Background: an optimization exercise with open tools, aiming at small area. Do not read the settings as production practice.
The RTL was checked by simulation tests, not by an equivalence proof against the original design.
Power and IR drop assume default switching activity.

== run A ==
Design rpn_stack_evaluator, start of the top module:
module rpn_stack_evaluator #(
	parameter int STACK_DEPTH = 16,
	parameter int NUM_VARS = 32
) (
	input  logic               clk,
	input  logic               arst_n,
	input  logic               in_valid,
	output logic               in_ready,
	input  logic [2:0]         kind,
	input  logic [1:0]         op_code,
	input  logic [4:0]         var_index,
	input  logic signed [31:0] literal,
	output logic               out_valid,
	input  logic               out_ready,
	output logic               print_valid,
	output logic signed [31:0] print_value,
	output logic [2:0]         status
);
Size in the first run: ~2400 cells after synthesis, ~37000 um^2 of cells after synthesis.
make LEC_CHECK=0 ABC_AREA=1 CAP_MARGIN=20 CORE_MARGIN=2 CORE_UTILIZATION=60 CTS_BUF_LIST='sky130_fd_sc_hd__clkbuf_2 sky130_fd_sc_hd__clkbuf_4 sky130_fd_sc_hd__clkbuf_8' CTS_CLUSTER_DIAMETER=50 CTS_CLUSTER_SIZE=16 PLACE_DENSITY=0.7 SLEW_MARGIN=20 finish   # period 12.0 ns
run.sh (not shown) runs the stock make flow with config.mk's settings and CLKGATE_MAP_FILE= SYNTH_SCRIPT=/design/flow/synth_recipe.tcl, a recipe that flattens the netlist after the stock synthesis.
The flow did not stop early for run A: all stages ran, and the layout cleared the timing, design-rule and antenna checks.
The inputs of run B differ from those of run A as listed below.
Settings: CTS_BUF_LIST: sky130_fd_sc_hd__clkbuf_2 sky130_fd_sc_hd__clkbuf_4 sky130_fd_sc_hd__clkbuf_8 -> sky130_fd_sc_hd__clkbuf_8; CTS_CLUSTER_SIZE: 16 -> 20; CTS_CLUSTER_DIAMETER: 50 -> 60.
==> flow/flow/run.sh (new file) <==
#!/bin/bash
# Own layout flow: the standard flow (standard.sh) with these changes:
#  - synthesis is synth_recipe.tcl unchanged except that its ABC call maps the
#    combinational logic with flow/area.abc (area only, no delay target) instead of
#    ORFS's abc_area.script; flip-flops are mapped before ABC, so registers, their
#    names and cell types are the standard synthesis's;
#  - port buffers use sky130_fd_sc_hd__buf_1 (the default pick is a 10 um2 delay buffer);
#  - clock tree synthesis without dummy loads, with clkbuf_8 leaf clusters.
# make's full output goes to flow_make.log here; ORFS keeps each step's log in orfs/logs/.
set -euo pipefail
here=$(pwd)
{
	head -n 1 synth_recipe.tcl
	cat <<TCL
proc abc {args} {
	set keep {}
	set skip 0
	foreach a \$args {
		if {\$skip} { set skip 0; continue }
		if {\$a eq "-script" || \$a eq "-D" || \$a eq "-constr"} { set skip 1; continue }
		lappend keep \$a
	}
	yosys abc -script $here/flow/area.abc {*}\$keep
}
TCL
	tail -n +2 synth_recipe.tcl
} > own_synth.tcl
export BUFFER_PORTS_ARGS="-buffer_cell sky130_fd_sc_hd__buf_1"
export CTS_ARGS="-sink_clustering_enable -repair_clock_nets -sink_clustering_size 20 -sink_clustering_max_diameter 60 -buf_list sky130_fd_sc_hd__clkbuf_8 -dont_use_dummy_load"
bash standard.sh SYNTH_SCRIPT=$here/own_synth.tcl finish > flow_make.log 2>&1
==> flow/flow/area.abc (new file) <==
strash
&get -n
&fraig -x
&put
dc2
strash
&get -n
&dch -f
&nf -R 1000
&put
==> flow/standard.sh (new file) <==
#!/bin/bash
# synth_recipe.tcl (not shown) runs the flow's synth.tcl, then flattens the netlist and writes it again
# the make line also repeats each setting of config.mk as NAME=value (left out here)
make -C /OpenROAD-flow-scripts/flow DESIGN_CONFIG=/design/flow/config.mk WORK_HOME=/design/flow/orfs CLKGATE_MAP_FILE= SYNTH_SCRIPT=/design/flow/synth_recipe.tcl "${@:-finish}"
removed: flow/run.sh
## What came out
- Sequential element share of the synthesized area ends up lower on run A.
- The amount of wire on met3 after detailed routing in run B is 0.899 times that in run A.
- Between run B and run A, it is run B whose worst-case setup margin in the final layout is higher, by 0.75 ns.
Inputs modified between run B and run C:
==> flow/flow/run.sh <==
#!/bin/bash
# Own layout flow: the standard flow (standard.sh) with two changes:
#  - port buffers use sky130_fd_sc_hd__buf_1 (the default pick is a 10 um2 delay buffer);
#  - clock tree synthesis without dummy loads, with clkbuf_8 leaf clusters.
# make's full output goes to flow_make.log here; ORFS keeps each step's log in orfs/logs/.
set -euo pipefail
export BUFFER_PORTS_ARGS="-buffer_cell sky130_fd_sc_hd__buf_1"
export CTS_ARGS="-sink_clustering_enable -repair_clock_nets -sink_clustering_size 20 -sink_clustering_max_diameter 60 -buf_list sky130_fd_sc_hd__clkbuf_8 -dont_use_dummy_load"
bash standard.sh finish > flow_make.log 2>&1
removed: flow/flow/area.abc
Findings:
Run C -> run B: number of sequential cells delta 0, exact match. Compared with run B, run C has extra setup slack. Run C: count of inserted antenna diode cells is 1 lower than what run B reported. Comparing run B and run C, the higher fraction of synthesized area in multiplexers is on run B. Iteration count of the initial detailed-routing pass: run C > run B. Summary of the comparison: maximum VDD drop is higher in run C, relative to run B. The relative contribution of the clock network to total power of run C exceeds that of run B by 0.2 points. Run C vs. run B: die area moved up, met2 track utilization from global routing +2.7 points, total number of vias grew by 1197.

[static timing again, ports no longer ideal]
Ports are ideal in the flow. The routed layouts listed here were re-timed in OpenROAD.
Step 1 assumes that a clkbuf_16 drives the clock port and a buf_2 every other input.
Step 2, shift: input delay + t, output delay - t, t = (earliest + latest rising clock arrival at the registers) / 2. This alone moves slack from input paths to output paths.
a / b / c = ideal / step 1 / step 2; a / b = the first two.
run | shift t [ns] | setup slack, ns | worst setup path after step 2
run A | 0.770 | 5.014 / 4.989 / 4.989 | input to output
run B | 0.709 | 5.765 / 5.742 / 5.383 | input to register
run C | 0.714 | 5.793 / 5.769 / 5.769 | input to output
After both steps every run listed still meets setup and hold. For run B, which loses most, drivers alone change the setup slack by -0.023 ns; drivers and shift together by -0.382 ns.
